This design comes from an exercise in tuning for small area on the open sky130 flow, not from production work.
In this exercise RTL edits were held to simulation tests only and were not proved equivalent to the original.
Power and IR drop assume default switching activity.

File: flow/flow/run.sh
#!/bin/bash
# Standard ORFS layout (the standard.sh, standard synthesis unchanged) with two changes:
#  - port buffers are the smallest buffer, sky130_fd_sc_hd__buf_1
#  - the clock tree uses clkbuf_4 with small sink clusters and no dummy loads
# make's full output goes to standard.log; ORFS keeps each step's log under orfs/logs.
set -euo pipefail
export BUFFER_PORTS_ARGS="-buffer_cell sky130_fd_sc_hd__buf_1"
export CTS_ARGS="-sink_clustering_enable -repair_clock_nets -dont_use_dummy_load -buf_list sky130_fd_sc_hd__clkbuf_4 -sink_clustering_size 8 -sink_clustering_max_diameter 45"
bash standard.sh > standard.log 2>&1
File: flow/standard.sh
#!/bin/bash
# synth_recipe.tcl (not shown) runs the flow's synth.tcl, then flattens the netlist and writes it again
# the make line also repeats each setting of config.mk as NAME=value (left out here)
make -C /OpenROAD-flow-scripts/flow DESIGN_CONFIG=/design/flow/config.mk WORK_HOME=/design/flow/orfs CLKGATE_MAP_FILE= SYNTH_SCRIPT=/design/flow/synth_recipe.tcl "${@:-finish}"
File: flow/config.mk
export PLATFORM = sky130hd
export DESIGN_NAME = lcm_top
export DESIGN_NICKNAME = lcm_top
export VERILOG_FILES = /design/flow/design.v
export SDC_FILE = /design/flow/constraint.sdc
export NUM_CORES = 4
export LEC_CHECK = 0
export CAP_MARGIN = 20
export CORE_MARGIN = 2
export CORE_UTILIZATION = 65
export PLACE_DENSITY = 0.72
export SLEW_MARGIN = 20
File: flow/constraint.sdc
create_clock -name core_clock -period 10.0 [get_ports {clk}]
set_input_delay 2.0000 -clock core_clock [delete_from_list [all_inputs] [get_ports {clk}]]
set_output_delay 2.0000 -clock core_clock [all_outputs]
set_load 0.01 [all_outputs]
File: flow/design.v
`default_nettype none
package lcm_pkg;
	typedef logic [133:0] flit_t;
	typedef logic [1:0]   tag_t;
	typedef logic [47:0]  mac_t;
	typedef logic [47:0]  time_t;
	typedef logic [63:0]  cnt_t;
	typedef logic [5:0]   qcnt_t;
	typedef logic [31:0]  tbpara_t;
	localparam tag_t TAG_HEAD = 2'b01;
	localparam tag_t TAG_MID  = 2'b11;
	localparam tag_t TAG_TAIL = 2'b10;
	localparam logic [15:0] ETH_TYPE_SYNC = 16'h88f7;
	localparam logic [3:0]  MSG_REPORT    = 4'he;
	localparam logic [3:0]  MSG_UPDATE    = 4'hf;
	localparam mac_t        CNC_MAC       = 48'h0102_0304_0506;
	localparam int REPORT_PERIOD_BITS = 20;
	localparam int REPORT_FLITS       = 6;
	localparam int FIFO_DEPTH         = 8;
	localparam int OUT_CREDITS        = 4;
	localparam logic    CFG_DIRECTION_RST  = 1'b0;
	localparam tbpara_t CFG_TBPARA_RST     = 32'h0000_0000;
	localparam mac_t    CFG_DIRECT_MAC_RST = 48'h0000_0000_0000;
	function automatic logic [1:0] flit_tag(input logic [133:0] f);
		flit_tag = f[133:132];
	endfunction
	function automatic logic [133:0] make_flit(input logic [1:0] tag, input logic [127:0] payload);
		make_flit = {tag, 4'h0, payload};
	endfunction
endpackage
`default_nettype wire
`timescale 1ns/1ps
`default_nettype none
module lcm_top (
	input  wire                   clk,
	input  wire                   rst_n,
	input  wire lcm_pkg::flit_t   in_flit,
	input  wire                   in_flit_wr,
	output wire                   in_credit,
	output wire lcm_pkg::flit_t   out_flit,
	output wire                   out_flit_wr,
	input  wire                   out_credit,
	input  wire lcm_pkg::time_t   precision_time,
	input  wire lcm_pkg::mac_t    local_mac,
	input  wire lcm_pkg::cnt_t    esw_pktin_cnt,
	input  wire lcm_pkg::cnt_t    esw_pktout_cnt,
	input  wire lcm_pkg::qcnt_t   eos_q0_used_cnt,
	input  wire lcm_pkg::qcnt_t   eos_q1_used_cnt,
	input  wire lcm_pkg::qcnt_t   eos_q2_used_cnt,
	input  wire lcm_pkg::qcnt_t   eos_q3_used_cnt,
	input  wire lcm_pkg::cnt_t    goe_pktin_cnt,
	input  wire lcm_pkg::cnt_t    goe_discard_cnt,
	output logic                  cfg_direction,
	output lcm_pkg::tbpara_t      cfg_tbpara,
	output lcm_pkg::mac_t         cfg_direct_mac
);
	localparam int DEPTH = lcm_pkg::FIFO_DEPTH;
	localparam int TAP = 0;
	lcm_pkg::flit_t ring_n [DEPTH];
	logic [2:0] wpos;
	logic [2:0] rpos;
	logic [3:0] count;
	logic valid;
	logic at_tap;
	logic pop;
	lcm_pkg::flit_t tap;
	assign valid = (count != '0);
	assign at_tap = (rpos == 3'(TAP));
	assign tap = ~ring_n[TAP];
	for (genvar p = 0; p < DEPTH; p++) begin : g_slot
		localparam int Q = (p + DEPTH - 1) % DEPTH;
		always_ff @(posedge clk) begin
			ring_n[p] <= ~((in_flit_wr && wpos == 3'(p)) ? in_flit : ~ring_n[Q]);
		end
	end
	always_ff @(posedge clk or negedge rst_n) begin
		if (!rst_n) begin
			wpos <= 3'd1;
			rpos <= '0;
			count <= '0;
		end else begin
			if (!in_flit_wr) begin
				wpos <= wpos + 1'b1;
			end
			if (!pop) begin
				rpos <= rpos + 1'b1;
			end
			case ({in_flit_wr, pop})
				2'b10: count <= count + 1'b1;
				2'b01: count <= count - 1'b1;
				default: count <= count;
			endcase
		end
	end
	assign in_credit = pop;
	logic prev_nz;
	logic low_nz;
	logic rollover;
	logic [lcm_pkg::REPORT_FLITS-1:0] rep_st;
	logic owed;
	logic [lcm_pkg::REPORT_FLITS-1:0] rep_sel;
	logic [47:lcm_pkg::REPORT_PERIOD_BITS] ts;
	logic in_pkt;
	logic rep_on;
	logic [2:0] credit_cnt;
	logic credit_ok;
	logic rep_send;
	logic fwd;
	assign low_nz = |precision_time[lcm_pkg::REPORT_PERIOD_BITS-1:0];
	assign rollover = prev_nz && !low_nz;
	assign owed = |rep_st;
	assign rep_sel = {rep_st[lcm_pkg::REPORT_FLITS-1:1], rep_st[0] && !in_pkt};
	assign rep_on = |rep_sel;
	assign credit_ok = (credit_cnt != '0);
	assign rep_send = rep_on && credit_ok;
	always_ff @(posedge clk or negedge rst_n) begin
		if (!rst_n) begin
			prev_nz <= 1'b0;
		end else begin
			prev_nz <= low_nz;
		end
	end
	always_ff @(posedge clk) begin
		if (rollover) begin
			ts <= precision_time[47:lcm_pkg::REPORT_PERIOD_BITS];
		end
	end
	always_ff @(posedge clk or negedge rst_n) begin
		if (!rst_n) begin
			rep_st <= '0;
		end else if (rollover) begin
			rep_st <= lcm_pkg::REPORT_FLITS'(1);
		end else if (rep_send) begin
			rep_st <= {rep_st[lcm_pkg::REPORT_FLITS-2:0], 1'b0};
		end
	end
	lcm_pkg::flit_t rf [lcm_pkg::REPORT_FLITS];
	lcm_pkg::flit_t bus;
	always_comb begin
		rf[0] = lcm_pkg::make_flit(lcm_pkg::TAG_HEAD, {lcm_pkg::CNC_MAC, local_mac,
			lcm_pkg::ETH_TYPE_SYNC, 4'h0, lcm_pkg::MSG_REPORT, 8'h00});
		rf[1] = lcm_pkg::make_flit(lcm_pkg::TAG_MID, {ts, 100'h0});
		rf[2] = lcm_pkg::make_flit(lcm_pkg::TAG_MID, {cfg_direct_mac, cfg_direction,
			15'h0, cfg_tbpara, 32'h0});
		rf[3] = lcm_pkg::make_flit(lcm_pkg::TAG_MID, {esw_pktin_cnt, esw_pktout_cnt});
		rf[4] = lcm_pkg::make_flit(lcm_pkg::TAG_MID, {eos_q0_used_cnt, eos_q1_used_cnt,
			eos_q2_used_cnt, eos_q3_used_cnt, 104'h0});
		rf[5] = lcm_pkg::make_flit(lcm_pkg::TAG_TAIL, {goe_pktin_cnt, goe_discard_cnt});
		bus = {$bits(bus){!rep_on}} & tap;
		for (int k = 0; k < lcm_pkg::REPORT_FLITS; k++) begin
			bus = bus | ({$bits(bus){rep_sel[k]}} & rf[k]);
		end
	end
	assign out_flit = bus;
	logic is_upd_head;
	logic drop_act;
	logic cfg_next;
	logic drop;
	assign is_upd_head = (lcm_pkg::flit_tag(tap) == lcm_pkg::TAG_HEAD) &&
		(tap[127:80] == local_mac) &&
		(tap[31:16] == lcm_pkg::ETH_TYPE_SYNC) &&
		(tap[11:8] == lcm_pkg::MSG_UPDATE);
	assign drop = valid && at_tap && (drop_act || is_upd_head);
	assign fwd = valid && at_tap && !rep_on && !(drop_act || is_upd_head) && credit_ok;
	assign pop = drop || fwd;
	assign out_flit_wr = fwd || rep_send;
	always_ff @(posedge clk or negedge rst_n) begin
		if (!rst_n) begin
			drop_act <= 1'b0;
			cfg_next <= 1'b0;
			in_pkt <= 1'b0;
		end else begin
			if (drop) begin
				drop_act <= tap[132];
				cfg_next <= !drop_act;
			end
			if (fwd) begin
				in_pkt <= tap[132];
			end
		end
	end
	logic cfg_clr;
	logic cfg_dir_qn;
	lcm_pkg::tbpara_t cfg_tb_qn;
	lcm_pkg::mac_t cfg_mac_qn;
	always_ff @(posedge clk or negedge rst_n) begin
		if (!rst_n) begin
			cfg_clr <= 1'b1;
		end else if (drop && cfg_next) begin
			cfg_clr <= 1'b0;
		end
	end
	always_ff @(posedge clk) begin
		if (drop && cfg_next) begin
			cfg_dir_qn <= ring_n[TAP][79];
			cfg_tb_qn <= ring_n[TAP][63:32];
			cfg_mac_qn <= ring_n[TAP][127:80];
		end
	end
	assign cfg_direction = ~(cfg_clr | cfg_dir_qn);
	assign cfg_tbpara = ~({$bits(cfg_tbpara){cfg_clr}} | cfg_tb_qn);
	assign cfg_direct_mac = ~({$bits(cfg_direct_mac){cfg_clr}} | cfg_mac_qn);
	always_ff @(posedge clk or negedge rst_n) begin
		if (!rst_n) begin
			credit_cnt <= 3'(lcm_pkg::OUT_CREDITS);
		end else begin
			case ({out_flit_wr, out_credit})
				2'b10: credit_cnt <= credit_cnt - 1'b1;
				2'b01: credit_cnt <= credit_cnt + 1'b1;
				default: credit_cnt <= credit_cnt;
			endcase
		end
	end
endmodule
`default_nettype wire
==> results of run 1 <==
## layout by cell type (no fill, tap or decap), types with 10 or more instances in the layout
cell type  Yosys  final
clkbuf_4       0    170
buf_1         21    730
ha_1          12     12
dfrtp_1       21     18
buf_4          0     30
o2111ai_1     21     21
o31ai_1       27     27
xor2_1        10     10
a21oi_1       12     12
xnor2_1       37     37
a221oi_1      16     16
nor2_1        92     91
dfxtp_1     1072   1072
o21ai_0     1111   1111
diode_2        0     25
a222oi_1      71     71
a22oi_1       62     62
inv_1         13     13
nor4_1        15     15
o211ai_1      41     41
edfxtp_1     109    109
nand2_1     1145   1140
## power by group through the flow
stage / Sequential [mW] / Combinational (mW) / Clock (mW)
after floorplan: 7.65 / 2.86 / 0
after detailed placement: 8.17 / 4.02 / 0
after CTS: 8.08 / 4.04 / 2.31
after global placement: 8.13 / 3.89 / 0
final: 8.13 / 4.09 / 2.28
after global routing: 8.27 / 4.65 / 2.51
## critical path, stage by stage
cell and delay (ns):
buf_1 0.12, xor2_1 0.50, o2111ai_1 0.23, or4_4 0.57
nor4_4 0.60, or2_2 0.26, o21ai_0 0.23, buf_1 0.21
## worst max-delay path by stage
stage,end,slack (ns),cells past startpoint
3_5_place_dp,out_flit_wr,3.48,8
3_3_place_gp,out_flit_wr,3.51,8
4_1_cts,in_credit,3.21,6
6_report,out_flit_wr,3.26,8
2_1_floorplan,cfg_dir_qn,4.29,6
5_1_grt,in_credit,3.10,6
## metal layers
| metal | global-route usage | vias up | part of all wire |
|---|---|---|---|
| met3 | 0.108 | 304 | 0.10 |
| met4 | 0.192 | 20 | 0.045 |
| met5 | 0 | - | 0.0010 |
| met1 | 0.496 | 15800 | 0.40 |
| met2 | 0.589 | 1670 | 0.45 |
| li1 | - | 15900 | - |
## registers in the layout (all words and copies together), names as in the netlist
name        count
ring_n       1072
rpos            3
rep_st          6
cfg_tb_qn      32
credit_cnt      3
cfg_clr         1
cfg_dir_qn      1
count           4
prev_nz         1
in_pkt          1
drop_act        1
wpos            3
cfg_next        1
cfg_mac_qn     48
ts             28
## logic make-up (layout without fill, tap and decap cells)
family	after synthesis	count (layout)
AOI/OAI and AO/OA	1386	1386
and+or+nand+nor	1288	1288
DFF	1205	1205
buffers and inverters	328	948
xor gates and xnor gates	47	47
adders and majority gates	14	14
muxes	4	4
other	0	25
## final cells by class
cell class | instances | area share
well taps | 790 | 0.0223
clock buffers | 170 | 0.0287
flip-flops and latches | 1205 | 0.571
inverters | 13 | 0.00110
diodes | 25 | 0.00141
repair buffers | 765 | 0.0694
multi-input cells | 2739 | 0.306
## per-stage QoR
stage               instances  hold slack (ns)  utilization  setup WS [ns]  area (um^2)
global placement         5508            0.401        0.700           3.51        43000
detailed placement       5508            0.410        0.700           3.48        43000
CTS                      5678            0.389        0.721           3.21        44200
finish                   5707            0.387        0.724           3.26        44400
global route             5696            0.405        0.723           3.10        44400
floorplan                4272            0.401            -           4.29        40100
==> summary.md, run 1 <==
| Metric | Value |
|---|---|
| Outcome | `finished clean` |
| RSZ-0062 raised after global routing | `false` |
| Die area | `0.0637 mm^2` |
| Area share of fa/ha/maj cells after synthesis | `0.00474` |
| Layout area overhead | `10.8%` |
| Seq pwr share | `0.561` |
| Final setup TNS | `0 ns` |
| CTS Buf Count | `170` |
| Top post-synthesis cells by count | `1145 x nand2_1, 1111 x o21ai_0, 1072 x dfxtp_1, 285 x clkbuf_1, 109 x edfxtp_1` |
| Hold endpoint | `ring_n[2][62]` |
| H-tree levels | `4` |
| Biggest area consumer among synthesized cells | `dfxtp_1` |
| Comb pwr share | `0.282` |
| Final HPWL DP | `83100 um` |
| Final slew viol count | `0` |
| Fmax | `148 MHz` |
| Sw frac | `0.359` |
| Nets | `5422` |
| Port bufs | `730` |
| Critical path fanouts, max | `4` |
| GPL Wtd Cong | `0.994` |
| NetSw | `5.20 mW` |
| Final min period | `6.74 ns` |
| Share of layout cells above drive strength 1 | `0.0480` |
| Pleak | `17.4 nW` |
| Area of the multi-input gates | `0.0136 mm^2` |
| Initial DRT Pass Iterations | `10` |
| Most common cell in the netlist | `nand2_1` |
| Async SR Flop Fraction | `0.0199` |
| Root buf cell | `clkbuf_4` |
| DR iter-0 viols | `3389` |
| Final Hold Fails | `0` |
| Least-Margin Pin Slew | `1.14 ns` |
| Total core area | `0.0614 mm^2` |
| Global-route wire length before repair | `182000 um` |
| Mux cell area share after synthesis | `0.00119` |
| Grt ovf | `0` |
| Max Cap Viol | `0` |
| Reg2reg path depth | `12` |
| Unique masters post-synth | `56` |
| Worst setup SP type | `input pin` |
| Share of the yosys chip area belonging to registers | `0.632` |
| Post-CTS sizing | `0` |
| Hold Crit Depth | `2` |
| XOR/XNOR share of the synthesized area | `0.0103` |
| Final ANT Viol Nets | `0` |
| Post-CTS setup buffer count | `0` |
| Critical path origin | `local_mac[40]` |
| Clock Skew | `0.0558 ns` |
| Aggregate global-route resource usage | `0.382` |
| Final period utilization | `0.674` |
| Mapped Nets | `4800` |
| WP data arrival | `4.74 ns` |
| DR vias | `33.6k` |
| Avg Inst Size Synth | `9.38 um^2` |
| Die height | `252 um` |
| Number of synthesized flops with an enable pin | `109` |
| Syn. warnings | `3` |
| CTS Hold Buffers Added | `0` |
| FF-to-FF setup slack | `5.18 ns` |
| Storage cell area | `0.0254 mm^2` |
| Synth Area in Compound Gates | `0.195` |
| Top cell type's share of synthesized area | `0.535` |
| Starting density of the core | `0.653` |
| Setup violations, final | `0` |
| Clock Tree Buf Depth | `3` |
| Largest net degree at the start of global routing | `177` |
| Fill cells | `4949` |
| Synth area leaders | `dfxtp_1 54%, o21ai_0 14%, nand2_1 11%` |
| Wire per inst | `22.0 um` |
| Crit path kind | `in2out` |
| Hold Path Class | `reg2reg` |
| Number of global-route vias before repair | `29.5k` |
| Main combinational cell family by area after synthesis | `compound AO/OA/AOI/OAI gates` |
| Clock power frac | `0.157` |
| Pwr per Cell Area | `326 mW/mm^2` |
| Cells after Synth | `4272` |
| R2r startpoint | `rep_st[2]` |
| Routed vias/inst | `5.90` |
| Clock latency at the later pin of the worst-skew pair | `1.04 ns` |
| R2R Path End | `count[3]` |
| CTS tree | `done` |
| WP data required | `8.00 ns` |
| Num rows | `91` |
| Worst vdd ir | `0.185 mV` |
| Reg clk slew, reported paths | `0.08 ns` |
| Synth Register Bits | `1205` |
| Pint | `9.30 mW` |
| Drt drc | `0` |
| Synth Area in Simple Gates | `0.125` |
| Total Wirelength | `125000 um` |
| Crit. End Element | `output pin` |
| Hold_sp | `ring_n[1][62]` |
| CTS sink count | `1205` |
| Die outline width | `252 um` |
| # IOs | `731` |
| Mapped cell area | `0.0401 mm^2` |
| Synth Flop Type | `dfxtp_1` |
| Relative slew slack | `0.239` |
| Total power | `14.5 mW` |
| Initial antenna violation count | `35` |
==> run 2: changes to the inputs <==
--- a/flow/design.v
+++ b/flow/design.v
@@ -61,3 +61,3 @@
 	logic [2:0] rpos;
-	logic [3:0] count;
+	logic empty;
 	logic valid;
@@ -66,3 +66,3 @@
 	lcm_pkg::flit_t tap;
-	assign valid = (count != '0);
+	assign valid = !empty;
 	assign at_tap = (rpos == 3'(TAP));
@@ -79,3 +79,3 @@
 			rpos <= '0;
-			count <= '0;
+			empty <= 1'b1;
 		end else begin
@@ -87,7 +87,7 @@
 			end
-			case ({in_flit_wr, pop})
-				2'b10: count <= count + 1'b1;
-				2'b01: count <= count - 1'b1;
-				default: count <= count;
-			endcase
+			if (in_flit_wr && !pop) begin
+				empty <= 1'b0;
+			end else if (pop && !in_flit_wr && rpos == wpos) begin
+				empty <= 1'b1;
+			end
 		end
==> summary.md, run 2 <==
| Metric | Value |
|---|---|
| RSZ-0062 raised after global routing | `false (unchanged)` |
| Pwr per Cell Area | `323 mW/mm^2 (was 326 mW/mm^2)` |
| Post-layout util | `0.731 (was 0.724)` |
| Final setup TNS | `0 ns (unchanged)` |
| Number of synthesized flops with an enable pin | `109 (unchanged)` |
| Die height | `252 um (about the same)` |
| Starting density of the core | `0.659 (was 0.653)` |
| Final Cell Area | `0.0443 mm^2 (was 0.0444 mm^2)` |
| Placed cell areas | `0.0429 mm^2 (was 0.0430 mm^2)` |
| Top cell type's share of synthesized area | `0.537 (was 0.535)` |
| # IOs | `731 (unchanged)` |
| Avg Inst Size Synth | `9.34 um^2 (was 9.38 um^2)` |
| CTS tree | `done (unchanged)` |
| Critical path fanouts, max | `62 (was 4)` |
| Async SR Flop Fraction | `0.0175 (was 0.0199)` |
| Syn. warnings | `3 (unchanged)` |
| Commonest non-fill, non-tap cell in the layout | `nand2_1 (unchanged)` |
| Initial DRT Pass Iterations | `10 (unchanged)` |
| Largest regs | `ring_n x1072, cfg_mac_qn x48, cfg_tb_qn x32 (unchanged)` |
| Clock latency at the later pin of the worst-skew pair | `1.03 ns (was 1.04 ns)` |
| Top Metal Used | `met5 (unchanged)` |
| Synth area leaders | `dfxtp_1 54%, o21ai_0 14%, nand2_1 11% (unchanged)` |
| Pleak | `17.4 nW (about the same)` |
| Top reg by flops | `ring_n (unchanged)` |
| Wire per inst | `22.7 um (was 22.0 um)` |
| DR vias | `34.1k (was 33.6k)` |
| Synth Flop Type | `dfxtp_1 (unchanged)` |
| CP max-delay cell | `dfrtp_4 (was nor4_4)` |
| Clock Tree Buf Depth | `3 (unchanged)` |
| Fmax | `143 MHz (was 148 MHz)` |
| Clock Skew | `0.0748 ns (was 0.0558 ns)` |
| Grt ovf | `0 (unchanged)` |
| Hold Path Class | `reg2reg (unchanged)` |
| CTS sink count | `1202 (was 1205)` |
| Layout area overhead | `10.8% (about the same)` |
| Relative slew slack | `0.236 (was 0.239)` |
| Worst setup SP type | `register (was input pin)` |
| Outcome | `finished clean (unchanged)` |
| Routed vias/inst | `5.97 (was 5.90)` |
| Final Hold Fails | `0 (unchanged)` |
| Max FFs per register | `1072 (unchanged)` |
| Post-Layout Cell Count | `5704 (was 5707)` |
| WP data required | `8.00 ns (about the same)` |
| Nets | `5420 (was 5422)` |
| Aggregate global-route resource usage | `0.402 (was 0.382)` |
| M1 WL | `50200 um (was 50400 um)` |
| Metal3 WL | `14200 um (was 12500 um)` |
| Drt drc | `0 (unchanged)` |
| Die area | `0.0634 mm^2 (was 0.0637 mm^2)` |
| Setup violations, final | `0 (unchanged)` |
| CTS Hold Buffers Added | `0 (unchanged)` |
| Share of the yosys chip area belonging to registers | `0.633 (was 0.632)` |
| Final min period | `7.00 ns (was 6.74 ns)` |
| WP data arrival | `5.00 ns (was 4.74 ns)` |
| Post-CTS sizing | `0 (unchanged)` |
| GPL Wtd Cong | `0.980 (was 0.994)` |
| Top post-synthesis cells by count | `1147 x nand2_1, 1112 x o21ai_0, 1072 x dfxtp_1, 289 x clkbuf_1, 109 x edfxtp_1 (was 1145 x nand2_1, 1111 x o21ai_0, 1072 x dfxtp_1, 285 x clkbuf_1, 109 x edfxtp_1)` |
| Worst vdd ir | `0.177 mV (was 0.185 mV)` |
| Final ANT Viol Nets | `0 (unchanged)` |
| Total core area | `0.0606 mm^2 (was 0.0614 mm^2)` |
| Cells after Synth | `4273 (was 4272)` |
| Least-Margin Pin Slew | `1.15 ns (was 1.14 ns)` |
| Biggest area consumer among synthesized cells | `dfxtp_1 (unchanged)` |
| DR iter-0 viols | `3653 (was 3389)` |
| Reg clk slew, reported paths | `0.09 ns (was 0.08 ns)` |
| Total Wirelength | `129000 um (was 125000 um)` |
| Synth Register Bits | `1202 (was 1205)` |
| Delay of the slowest critical-path stage | `0.88 ns (was 0.60 ns)` |
| Global-route wire length before repair | `189000 um (was 182000 um)` |
| Die outline width | `252 um (about the same)` |
| Post-CTS setup buffer count | `0 (unchanged)` |
| Cells after DPL | `5506 (was 5508)` |
| Crit path cell chain | `or4_1 -> or3_4 -> buf_4 -> nand2_1 -> o31ai_1 -> buf_1 (was buf_1 -> xor2_1 -> o2111ai_1 -> or4_4 -> nor4_4 -> or2_2 -> o21ai_0 -> buf_1)` |
| CTS Buf Count | `169 (was 170)` |
| DR WL met2 | `57800 um (was 56600 um)` |
| Final period utilization | `0.700 (was 0.674)` |
| Share of layout cells above drive strength 1 | `0.0482 (was 0.0480)` |
| Root buf cell | `clkbuf_4 (unchanged)` |
| Mapped Nets | `4797 (was 4800)` |
| Unique masters post-synth | `51 (was 56)` |
| Port bufs | `730 (unchanged)` |
| H-tree levels | `4 (unchanged)` |
| Max Cap Viol | `0 (unchanged)` |
| Num rows | `90 (was 91)` |
| Crit path kind | `reg2out (was in2out)` |
| Mapped cell area | `0.0399 mm^2 (was 0.0401 mm^2)` |
| Fill cells | `4809 (was 4949)` |
| Crit. End Element | `output pin (unchanged)` |
| Largest net degree at the start of global routing | `173 (was 177)` |
| Final HPWL DP | `88000 um (was 83100 um)` |
| Initial antenna violation count | `32 (was 35)` |
| Number of global-route vias before repair | `30.7k (was 29.5k)` |
| Most frequent cells in the layout | `1142 x nand2_1, 1112 x o21ai_0, 1072 x dfxtp_1 (was 1140 x nand2_1, 1111 x o21ai_0, 1072 x dfxtp_1)` |
| Most common cell in the netlist | `nand2_1 (unchanged)` |
| Final slew viol count | `0 (unchanged)` |
## run 2: cell count changes in the layout (fill, tap and decap cells not counted), moves of 3 or more
cell / change
diode_2: +3
buf_4: +3
inv_1: -4
ha_1: -3
dfrtp_1: -4
buf_6: +3
nor2_1: +7
xor2_1: -7
xnor2_1: +3
a21oi_1: +3
## run 2: logic make-up after synthesis
| logic type | Yosys count | synth area share |
|---|---|---|
| muxes | 4 | 0.00113 |
| xor gates and xnor gates | 43 | 0.00943 |
| AOI/OAI and AO/OA | 1389 | 0.196 |
| and+or+nand+nor | 1300 | 0.126 |
| adders and majority gates | 10 | 0.00332 |
| DFF | 1202 | 0.633 |
| buffers and inverters | 325 | 0.0306 |
## run 2: final timing paths
check                         startpoint       endpoint  slack [ns]  cells after the start
setup / recovery               rep_st[3]    out_flit_wr        3.00                      6
hold / removal             ring_n[4][94]  ring_n[5][94]        0.38                      2
setup reg to reg               rep_st[3]  credit_cnt[1]        5.27                      9
hold reg to reg            ring_n[4][94]  ring_n[5][94]        0.38                      2
max in group asynchronous          rst_n        wpos[0]        8.71                      2
min in group asynchronous          rst_n      rep_st[3]        0.93                      2
## run 2: final cells by class
cell class / instances / area (um^2) / share of cell area
clock buffers: 169 / 1270 / 0.0287
multi-input cells: 2746 / 13600 / 0.306
well taps: 782 / 978 / 0.0221
flip-flops and latches: 1202 / 25300 / 0.571
repair buffers: 768 / 3070 / 0.0694
diodes: 28 / 70.1 / 0.00158
inverters: 9 / 33.8 / 0.000763
## run 2: critical path, delay by kind of cell (launching register included)
kind	cells	cell delay (ns)
compound gates	1	0.18
buf+inv	2	1.14
flops	1	0.88
simple gates	3	1.71
## run 2: power breakdown
group          total [mW]  leakage [nW]  switching [mW]  internal (mW)
clock network        2.27         0.778            1.50          0.777
registers            8.14          10.2            1.12           7.03
logic                3.90          6.40            2.50           1.40
total                14.3          17.4            5.11           9.21
## run 2: metrics by stage
step                      total power, mW  worst slack (ns)  hold WS (ns)
after global routing                 15.2              2.87         0.406
after floorplan                      10.4              2.63         0.401
after global placement               11.8              3.61         0.402
final                                14.3              3.00         0.380
after detailed placement             12.0              3.59         0.409
after CTS                            14.2              3.01         0.386
## run 2: routing by layer
layer  global-route usage  vias to the layer above
li1                     -                    15900
met3                0.122                      337
met1                0.514                    16000
met4                0.214                       20
met5                    0                        -
met2                0.615                     1751
==> run 3: changes to the inputs <==
--- a/flow/design.v
+++ b/flow/design.v
@@ -57,4 +57,4 @@
 	localparam int DEPTH = lcm_pkg::FIFO_DEPTH;
-	localparam int TAP = 0;
-	lcm_pkg::flit_t ring_n [DEPTH];
+	localparam int TAP = 1;
+	lcm_pkg::flit_t ring [DEPTH];
 	logic [2:0] wpos;
@@ -65,10 +65,19 @@
 	logic pop;
+	lcm_pkg::flit_t tap_n;
 	lcm_pkg::flit_t tap;
+	lcm_pkg::flit_t in_flit_n;
 	assign valid = !empty;
 	assign at_tap = (rpos == 3'(TAP));
-	assign tap = ~ring_n[TAP];
+	assign tap_n = ring[TAP];
+	assign tap = ~tap_n;
+	lcm_not_flit u_in_flit_n (.a(in_flit), .y(in_flit_n));
 	for (genvar p = 0; p < DEPTH; p++) begin : g_slot
 		localparam int Q = (p + DEPTH - 1) % DEPTH;
+		logic we;
+		logic we_n;
+		assign we = in_flit_wr && wpos == 3'(p);
+		lcm_not u_we_n (.a(we), .y(we_n));
 		always_ff @(posedge clk) begin
-			ring_n[p] <= ~((in_flit_wr && wpos == 3'(p)) ? in_flit : ~ring_n[Q]);
+			ring[p] <= ~(({134{we}} & ((p % 2 == 1) ? in_flit : in_flit_n)) |
+				({134{we_n}} & ring[Q]));
 		end
@@ -122,6 +131,7 @@
 	end
+	logic rollover_n;
+	lcm_not u_rollover_n (.a(rollover), .y(rollover_n));
 	always_ff @(posedge clk) begin
-		if (rollover) begin
-			ts <= precision_time[47:lcm_pkg::REPORT_PERIOD_BITS];
-		end
+		ts <= ({$bits(ts){rollover}} & precision_time[47:lcm_pkg::REPORT_PERIOD_BITS]) |
+			({$bits(ts){rollover_n}} & ts);
 	end
@@ -185,2 +195,8 @@
 	lcm_pkg::mac_t cfg_mac_qn;
+	logic cfg_ld;
+	logic cfg_ld_n;
+	assign cfg_ld = drop && cfg_next;
+	lcm_pkg::flit_t cfg_flit_n;
+	assign cfg_flit_n = tap_n;
+	lcm_not u_cfg_ld_n (.a(cfg_ld), .y(cfg_ld_n));
 	always_ff @(posedge clk or negedge rst_n) begin
@@ -188,3 +204,3 @@
 			cfg_clr <= 1'b1;
-		end else if (drop && cfg_next) begin
+		end else if (cfg_ld) begin
 			cfg_clr <= 1'b0;
@@ -193,7 +209,5 @@
 	always_ff @(posedge clk) begin
-		if (drop && cfg_next) begin
-			cfg_dir_qn <= ring_n[TAP][79];
-			cfg_tb_qn <= ring_n[TAP][63:32];
-			cfg_mac_qn <= ring_n[TAP][127:80];
-		end
+		cfg_dir_qn <= (cfg_ld & cfg_flit_n[79]) | (cfg_ld_n & cfg_dir_qn);
+		cfg_tb_qn <= ({32{cfg_ld}} & cfg_flit_n[63:32]) | ({32{cfg_ld_n}} & cfg_tb_qn);
+		cfg_mac_qn <= ({48{cfg_ld}} & cfg_flit_n[127:80]) | ({48{cfg_ld_n}} & cfg_mac_qn);
 	end
@@ -214,2 +228,14 @@
 endmodule
+module lcm_not (
+	input  wire a,
+	output wire y
+);
+	assign y = !a;
+endmodule
+module lcm_not_flit (
+	input  wire [133:0] a,
+	output wire [133:0] y
+);
+	assign y = ~a;
+endmodule
 `default_nettype wire
--- a/flow/config.mk
+++ b/flow/config.mk
@@ -12 +12,2 @@
 export SLEW_MARGIN = 20
+export SYNTH_HIERARCHICAL = 1
==> summary.md, run 3 <==
| Metric | Value |
|---|---|
| FF-to-FF setup slack | `5.52 ns (was 5.27 ns)` |
| Synth Register Bits | `1202 (unchanged)` |
| Initial DRT Pass Iterations | `19 (was 10)` |
| CP max-delay cell | `or4_1 (was dfrtp_4)` |
| Clock Skew | `0.107 ns (was 0.0748 ns)` |
| Share of layout cells above drive strength 1 | `0.0618 (was 0.0482)` |
| Critical path origin | `rep_st[3] (unchanged)` |
| Clock Tree Buf Depth | `3 (unchanged)` |
| Hold Crit Depth | `1 (was 2)` |
| Commonest non-fill, non-tap cell in the layout | `dfxtp_1 (was nand2_1)` |
| Fmax | `137 MHz (was 143 MHz)` |
| Critical path fanouts, max | `75 (was 62)` |
| DR iter-0 viols | `6448 (was 3653)` |
| Nets | `4540 (was 5420)` |
| Sw frac | `0.364 (was 0.357)` |
| Largest regs | `ring x1072, cfg_mac_qn x48, cfg_tb_qn x32 (was ring_n x1072, cfg_mac_qn x48, cfg_tb_qn x32)` |
| Post-CTS setup buffer count | `0 (unchanged)` |
| Comb pwr share | `0.325 (was 0.272)` |
| GRT busiest layer | `met2 (unchanged)` |
| Num rows | `89 (was 90)` |
| CTS Buf Count | `170 (was 169)` |
| Syn. warnings | `9 (was 3)` |
| Max FFs per register | `1072 (unchanged)` |
| Clock power frac | `0.147 (was 0.159)` |
| Largest net degree at the start of global routing | `95 (was 173)` |
| Outcome | `finished clean (unchanged)` |
| WP data arrival | `5.31 ns (was 5.00 ns)` |
| Pint | `10.1 mW (was 9.21 mW)` |
| Layout area overhead | `10.9% (was 10.8%)` |
| Most frequent cells in the layout | `1181 x dfxtp_1, 1109 x a22oi_1, 730 x buf_1 (was 1142 x nand2_1, 1112 x o21ai_0, 1072 x dfxtp_1)` |
| Number of synthesized flops with an enable pin | `0 (was 109)` |
| Aggregate global-route resource usage | `0.501 (was 0.402)` |
| Final setup TNS | `0 ns (unchanged)` |
| CTS sink count | `1202 (unchanged)` |
| Die outline width | `249 um (was 252 um)` |
| CTS tree | `done (unchanged)` |
| Met2 usage | `0.730 (was 0.615)` |
| Final Worst Setup Slack | `2.69 ns (was 3.00 ns)` |
| Initial antenna violation count | `54 (was 32)` |
| Cells after Synth | `3412 (was 4273)` |
| Final min period | `7.31 ns (was 7.00 ns)` |
| Drt drc | `0 (unchanged)` |
| Pwr per Cell Area | `368 mW/mm^2 (was 323 mW/mm^2)` |
| NetSw | `5.79 mW (was 5.11 mW)` |
| Worst setup SP type | `register (unchanged)` |
| Reg2reg path depth | `8 (was 9)` |
| Final slew viol count | `0 (unchanged)` |
| Wire per inst | `33.5 um (was 22.7 um)` |
| GPL Wtd Cong | `1.17 (was 0.980)` |
| # IOs | `731 (unchanged)` |
| Relative slew slack | `0.0903 (was 0.236)` |
| Worst vdd ir | `0.227 mV (was 0.177 mV)` |
| Avg Inst Size Synth | `11.4 um^2 (was 9.34 um^2)` |
| Die area | `0.0619 mm^2 (was 0.0634 mm^2)` |
| Post-CTS sizing | `0 (unchanged)` |
| Final ANT Viol Nets | `0 (unchanged)` |
| Synth Flop Type | `dfxtp_1 (unchanged)` |
| Setup slack at placement | `3.52 ns (was 3.59 ns)` |
| Fill cells | `4106 (was 4809)` |
| Hold WS | `0.373 ns (was 0.380 ns)` |
| H-tree levels | `4 (unchanged)` |
| Met1 usage | `0.636 (was 0.514)` |
| Share of the yosys chip area belonging to registers | `0.620 (was 0.633)` |
| Routed vias/inst | `7.42 (was 5.97)` |
| CP endpoint | `out_flit[82] (was out_flit_wr)` |
| Biggest area consumer among synthesized cells | `dfxtp_1 (unchanged)` |
| Top reg by flops | `ring (was ring_n)` |
| Least-Margin Pin Slew | `1.36 ns (was 1.15 ns)` |
| RSZ-0062 raised after global routing | `false (unchanged)` |
| Most common cell in the netlist | `dfxtp_1 (was nand2_1)` |
| Final Hold Fails | `0 (unchanged)` |
| Port bufs | `730 (unchanged)` |
| Crit. End Element | `output pin (unchanged)` |
| Global-route wire length before repair | `232000 um (was 189000 um)` |
| R2R Path End | `cfg_tb_qn[12] (was credit_cnt[1])` |
| Pleak | `16.8 nW (was 17.4 nW)` |
| Crit path kind | `reg2out (unchanged)` |
| R2r startpoint | `ring[1][132] (was rep_st[3])` |
| Unique masters post-synth | `51 (unchanged)` |
| Top cell type's share of synthesized area | `0.607 (was 0.537)` |
| Final HPWL DP | `102000 um (was 88000 um)` |
| Delay of the slowest critical-path stage | `0.88 ns (about the same)` |
| Max Cap Viol | `0 (unchanged)` |
| Crit path cell chain | `or4_1 -> or3_4 -> buf_4 -> o221ai_1 -> buf_1 (was or4_1 -> or3_4 -> buf_4 -> nand2_1 -> o31ai_1 -> buf_1)` |
| Number of global-route vias before repair | `34.3k (was 30.7k)` |
| Async SR Flop Fraction | `0.0175 (unchanged)` |
| DR vias | `36.0k (was 34.1k)` |
| Grt ovf | `0 (unchanged)` |
| Hold Path Class | `reg2reg (unchanged)` |
| CTS Hold Buffers Added | `0 (unchanged)` |
| Total core area | `0.0591 mm^2 (was 0.0606 mm^2)` |
| Die height | `249 um (was 252 um)` |
| Synth area leaders | `dfxtp_1 61%, a22oi_1 21%, a22o_1 2.9% (was dfxtp_1 54%, o21ai_0 14%, nand2_1 11%)` |
| WP data required | `8.00 ns (about the same)` |
| Final period utilization | `0.731 (was 0.700)` |
| Mapped Nets | `3936 (was 4797)` |
| Top post-synthesis cells by count | `1181 x dfxtp_1, 1109 x a22oi_1, 292 x clkbuf_1, 151 x inv_1, 130 x a22o_1 (was 1147 x nand2_1, 1112 x o21ai_0, 1072 x dfxtp_1, 289 x clkbuf_1, 109 x edfxtp_1)` |
| Seq pwr share | `0.528 (was 0.569)` |
| Clock latency at the later pin of the worst-skew pair | `1.16 ns (was 1.03 ns)` |
| Global-route met3 utilization | `0.174 (was 0.122)` |
| Setup violations, final | `0 (unchanged)` |
| Root buf cell | `clkbuf_4 (unchanged)` |
| Mapped cell area | `0.0390 mm^2 (was 0.0399 mm^2)` |
| Total Wirelength | `162000 um (was 129000 um)` |
| Total power | `15.9 mW (was 14.3 mW)` |
| Starting density of the core | `0.659 (about the same)` |
| Reg clk slew, reported paths | `0.09 ns (about the same)` |
==> run 3: changes by cell type in the layout (fill, tap and decap cells not counted), moves of 24 or more <==
cell,previous run,this run
nand2_1,1142,7
o21ai_0,1112,40
a22oi_1,61,1109
inv_1,9,142
a22o_1,1,130
dfxtp_1,1072,1181
edfxtp_1,109,0
o221ai_1,0,77
o211ai_1,41,8
diode_2,28,57
xnor2_1,40,16
==> run 3: worst min-delay path by stage <==
stage,start,endpoint,slack [ns]
after detailed placement,ring[2][98],ring[3][98],0.42
final,ring[2][75],ring[3][75],0.37
after global placement,ring[4][15],ring[5][15],0.41
after global routing,ring[2][75],ring[3][75],0.38
after floorplan,ring[0][132],ring[1][132],0.41
after CTS,ring[2][75],ring[3][75],0.37
==> run 3: kinds of logic after synthesis <==
logic type / synth area share
AO/OA/AOI/OAI: 0.297
flip-flops: 0.620
buffers and inverters: 0.0492
AND/OR/NAND/NOR: 0.0191
XOR/XNOR: 0.00854
multiplexers: 0.00263
adder cells (fa/ha/maj): 0.00340
==> run 3: critical path, delay by kind of cell, from the launching register on <==
family	cells	cell delay [ns]
and+or+nand+nor	2	1.63
buffers and inverters	2	1.11
DFF	1	0.87
AOI/OAI and AO/OA	1	0.49
==> run 3: metal layers <==
| layer | wire (um) | vias up |
|---|---|---|
| li1 | - | 14400 |
| met1 | 56600 | 17400 |
| met2 | 69400 | 3510 |
| met3 | 24400 | 622 |
| met4 | 11600 | 18 |
| met5 | 114 | - |
==> run 3: per-stage QoR <==
stage               utilization  area [um^2]  cells
detailed placement        0.707        41800   4617
global placement          0.707        41800   4617
CTS                       0.729        43100   4787
global route              0.731        43200   4832
floorplan                     -        39000   3412
finish                    0.731        43200   4844
==> run 3: cell type report <==
cell class                 instances  area [um^2]  share of cell area
timing repair buffer             776         3090              0.0715
antenna                           57          143             0.00330
inverter                         151          608              0.0141
clock buffer                     170         1280              0.0295
multi-input combinational       1715        13000               0.300
sequential                      1202        24200               0.559
tap                              773          967              0.0224
==> run 3: per-module statistics from Yosys, one instance, submodules excluded <==
module        cell area (um^2)  times used  cells
lcm_top                  38400           1   3268
lcm_not                   3.75          10      1
lcm_not_flit               503           1    134
==> run 3: power groups by stage <==
| stage | Clock (mW) | Sequential, mW | Combinational (mW) |
|---|---|---|---|
| final | 2.34 | 8.41 | 5.17 |
| after global routing | 2.53 | 8.52 | 5.40 |
| after CTS | 2.31 | 8.31 | 5.00 |
| after detailed placement | 0 | 8.39 | 4.97 |
| after global placement | 0 | 8.28 | 4.76 |
| after floorplan | 0 | 7.87 | 3.31 |
==> run 4: changes to the inputs <==
--- a/flow/design.v
+++ b/flow/design.v
@@ -80,4 +80,4 @@
 		always_ff @(posedge clk) begin
-			ring[p] <= ~(({134{we}} & ((p % 2 == 1) ? in_flit : in_flit_n)) |
-				({134{we_n}} & ring[Q]));
+			ring[p] <= ~(({134{we_n}} | ((p % 2 == 1) ? in_flit : in_flit_n)) &
+				({134{we}} | ring[Q]));
 		end
==> summary.md, run 4 <==
| Metric | Value |
|---|---|
| Final Worst Setup Slack | `2.77 ns (was 2.69 ns)` |
| Initial DRT Pass Iterations | `12 (was 19)` |
| Comb pwr share | `0.317 (was 0.325)` |
| Cells after Synth | `3435 (was 3412)` |
| CTS Hold Buffers Added | `0 (unchanged)` |
| Aggregate global-route resource usage | `0.558 (was 0.501)` |
| Clock power frac | `0.146 (was 0.147)` |
| Reg clk slew, reported paths | `0.10 ns (was 0.09 ns)` |
| Relative slew slack | `0.150 (was 0.0903)` |
| Placed cell areas | `0.0406 mm^2 (was 0.0418 mm^2)` |
| Post-CTS setup buffer count | `0 (unchanged)` |
| Drt drc | `0 (unchanged)` |
| Die height | `245 um (was 249 um)` |
| Final Cell Area | `0.0421 mm^2 (was 0.0432 mm^2)` |
| Worst vdd ir | `0.284 mV (was 0.227 mV)` |
| Root buf cell | `clkbuf_4 (unchanged)` |
| Total power | `16.0 mW (was 15.9 mW)` |
| Top reg by flops | `ring (unchanged)` |
| Starting density of the core | `0.657 (was 0.659)` |
| Layout area overhead | `11.3% (was 10.9%)` |
| Mapped cell area | `0.0378 mm^2 (was 0.0390 mm^2)` |
| Largest net degree at the start of global routing | `91 (was 95)` |
| Pleak | `15.7 nW (was 16.8 nW)` |
| Number of synthesized flops with an enable pin | `0 (unchanged)` |
| Biggest area consumer among synthesized cells | `dfxtp_1 (unchanged)` |
| Clock Tree Buf Depth | `3 (unchanged)` |
| Least-Margin Pin Slew | `1.28 ns (was 1.36 ns)` |
| Total Wirelength | `175000 um (was 162000 um)` |
| FF-to-FF setup slack | `5.43 ns (was 5.52 ns)` |
| Nets | `4558 (was 4540)` |
| Share of layout cells above drive strength 1 | `0.0600 (was 0.0618)` |
| Setup violations, final | `0 (unchanged)` |
| CTS tree | `done (unchanged)` |
| WP data arrival | `5.23 ns (was 5.31 ns)` |
| Storage cell area | `0.0242 mm^2 (about the same)` |
| GPL Wtd Cong | `1.04 (was 1.17)` |
| Area of the multi-input gates | `0.0118 mm^2 (was 0.0130 mm^2)` |
| Commonest non-fill, non-tap cell in the layout | `dfxtp_1 (unchanged)` |
| Wire per inst | `35.8 um (was 33.5 um)` |
| Syn. warnings | `9 (unchanged)` |
| Clock Skew | `0.109 ns (was 0.107 ns)` |
| Synth area leaders | `dfxtp_1 62%, o22ai_1 18%, a22o_1 3.0% (was dfxtp_1 61%, a22oi_1 21%, a22o_1 2.9%)` |
| Final Hold Fails | `0 (unchanged)` |
| Clock latency at the later pin of the worst-skew pair | `1.11 ns (was 1.16 ns)` |
| Mapped Nets | `3959 (was 3936)` |
| Post-layout util | `0.731 (about the same)` |
| Most common cell in the netlist | `dfxtp_1 (unchanged)` |
| Share of the yosys chip area belonging to registers | `0.639 (was 0.620)` |
| Max FFs per register | `1072 (unchanged)` |
| Final setup TNS | `0 ns (unchanged)` |
| Top cell type's share of synthesized area | `0.625 (was 0.607)` |
| # IOs | `731 (unchanged)` |
| Die area | `0.0601 mm^2 (was 0.0619 mm^2)` |
| Total core area | `0.0576 mm^2 (was 0.0591 mm^2)` |
| Final period utilization | `0.723 (was 0.731)` |
| Initial antenna violation count | `88 (was 54)` |
| Die outline width | `245 um (was 249 um)` |
| Setup slack at placement | `3.57 ns (was 3.52 ns)` |
| H-tree levels | `4 (unchanged)` |
| NetSw | `6.27 mW (was 5.79 mW)` |
| Unique masters post-synth | `54 (was 51)` |
| Largest regs | `ring x1072, cfg_mac_qn x48, cfg_tb_qn x32 (unchanged)` |
| Routed vias/inst | `7.69 (was 7.42)` |
| Hold Path Class | `reg2reg (unchanged)` |
| Worst setup SP type | `register (unchanged)` |
| Synth Register Bits | `1202 (unchanged)` |
| Max Cap Viol | `0 (unchanged)` |
| Hold WS | `0.350 ns (was 0.373 ns)` |
| Top post-synthesis cells by count | `1181 x dfxtp_1, 1077 x o22ai_1, 299 x clkbuf_1, 153 x inv_1, 131 x a22o_1 (was 1181 x dfxtp_1, 1109 x a22oi_1, 292 x clkbuf_1, 151 x inv_1, 130 x a22o_1)` |
| Final min period | `7.23 ns (was 7.31 ns)` |
| Num rows | `88 (was 89)` |
| CTS sink count | `1202 (unchanged)` |
| Synth Flop Type | `dfxtp_1 (unchanged)` |
| Outcome | `finished clean (unchanged)` |
| Global-route wire length before repair | `243000 um (was 232000 um)` |
| Critical path fanouts, max | `72 (was 75)` |
| Crit path kind | `reg2out (unchanged)` |
| Pint | `9.77 mW (was 10.1 mW)` |
| Cells after DPL | `4623 (was 4617)` |
| CTS Buf Count | `171 (was 170)` |
| Sw frac | `0.391 (was 0.364)` |
| Number of global-route vias before repair | `34.5k (was 34.3k)` |
| Pwr per Cell Area | `381 mW/mm^2 (was 368 mW/mm^2)` |
| WP data required | `8.00 ns (about the same)` |
| Grt ovf | `0 (unchanged)` |
| Fill cells | `3861 (was 4106)` |
| DR iter-0 viols | `7784 (was 6448)` |
| Fmax | `138 MHz (was 137 MHz)` |
| Final ANT Viol Nets | `0 (unchanged)` |
| Final slew viol count | `0 (unchanged)` |
| RSZ-0062 raised after global routing | `false (unchanged)` |
| Post-Layout Cell Count | `4882 (was 4844)` |
| Async SR Flop Fraction | `0.0175 (unchanged)` |
| Seq pwr share | `0.537 (was 0.528)` |
| Crit. End Element | `output pin (unchanged)` |
| Post-CTS sizing | `0 (unchanged)` |
| Avg Inst Size Synth | `11.0 um^2 (was 11.4 um^2)` |
| DR vias | `37.5k (was 36.0k)` |
| Most frequent cells in the layout | `1181 x dfxtp_1, 1077 x o22ai_1, 730 x buf_1 (was 1181 x dfxtp_1, 1109 x a22oi_1, 730 x buf_1)` |
| Port bufs | `730 (unchanged)` |
| Final HPWL DP | `112000 um (was 102000 um)` |
[run 4: layout make-up]
type | instances | share of cell area
flip-flops and latches | 1202 | 0.575
inverters | 153 | 0.0146
clock buffers | 171 | 0.0305
diodes | 85 | 0.00505
well taps | 765 | 0.0227
multi-input cells | 1739 | 0.281
repair buffers | 767 | 0.0717
[run 4: final timing paths]
path	end	depth (start not counted)	startpoint
hold reg to reg	ring[4][98]	1	ring[3][98]
min in group asynchronous	credit_cnt[0]	2	rst_n
hold / removal	ring[4][98]	1	ring[3][98]
setup / recovery	out_flit[79]	6	in_pkt
setup reg to reg	cfg_mac_qn[1]	8	ring[1][132]
max in group asynchronous	rep_st[3]	2	rst_n
[run 4: worst max-delay path, stage by stage (launching register included)]
cell and delay (ns):
dfrtp_1 0.42, nor2b_4 0.11, buf_4 0.91, or3_4 0.88
buf_4 0.86, o221ai_1 0.64, buf_1 0.29
[run 4: per-module statistics from Yosys (local to each module, per instance)]
module	flops+latches	cells	copies in the design	area, um^2
lcm_not	0	1	10	3.75
lcm_top	1202	3291	1	37300
lcm_not_flit	0	134	1	503
[run 4: kinds of logic after synthesis]
family | Yosys count | share of synthesized area
xor gates and xnor gates | 48 | 0.0111
adders and majority gates | 10 | 0.00351
and+or+nand+nor | 175 | 0.0231
buffers and inverters | 494 | 0.0505
AOI/OAI and AO/OA | 1496 | 0.270
DFF | 1202 | 0.639
muxes | 10 | 0.00271
[run 4: power groups by stage]
stage | registers, mW | clock network (mW) | logic (mW)
floorplan | 7.88 | 0 | 2.96
global placement | 8.39 | 0 | 4.46
detailed placement | 8.51 | 0 | 4.67
CTS | 8.45 | 2.28 | 4.70
global route | 8.65 | 2.50 | 5.18
finish | 8.62 | 2.34 | 5.08
[run 4: per-layer routing]
layer  wire length [um]  up-vias  global-route usage
met4              15500       28               0.376
met1              56700    17500               0.676
met3              30700     1112               0.271
li1                   -    14600                   -
met2              71500     4328               0.777
met5                260        -              0.0449

-- what the ideal ports hide --
The flow's constraints put no driver on any port. The routed layouts listed below were extracted and timed again, unchanged, in two steps.
Step 1, drivers: a clkbuf_16 drives clk and a buf_2 each remaining input, both assumed.
Step 2 times the ports against the registers' clock, not the clock port: input delays grow and output delays shrink by t, the midpoint of the rising clock arrivals with the driver on.
Three values: ideal ports, drivers, drivers and shift; two values: the first two.
| run | shift t [ns] | slack for setup (ns) | worst setup path after step 2 |
|---|---|---|---|
| run 1 | 1.078 | 3.263 / 3.224 / 3.240 | input to output |
| run 2 | 1.062 | 2.999 / 2.935 / 3.430 | input to output |
| run 3 | 1.163 | 2.694 / 2.629 / 3.197 | input to output |
| run 4 | 1.117 | 2.772 / 2.706 / 3.197 | input to output |
After both steps setup and hold are still met in every run listed. For run 1, which loses most, drivers alone change the setup slack by -0.039 ns; drivers and shift together by -0.023 ns.
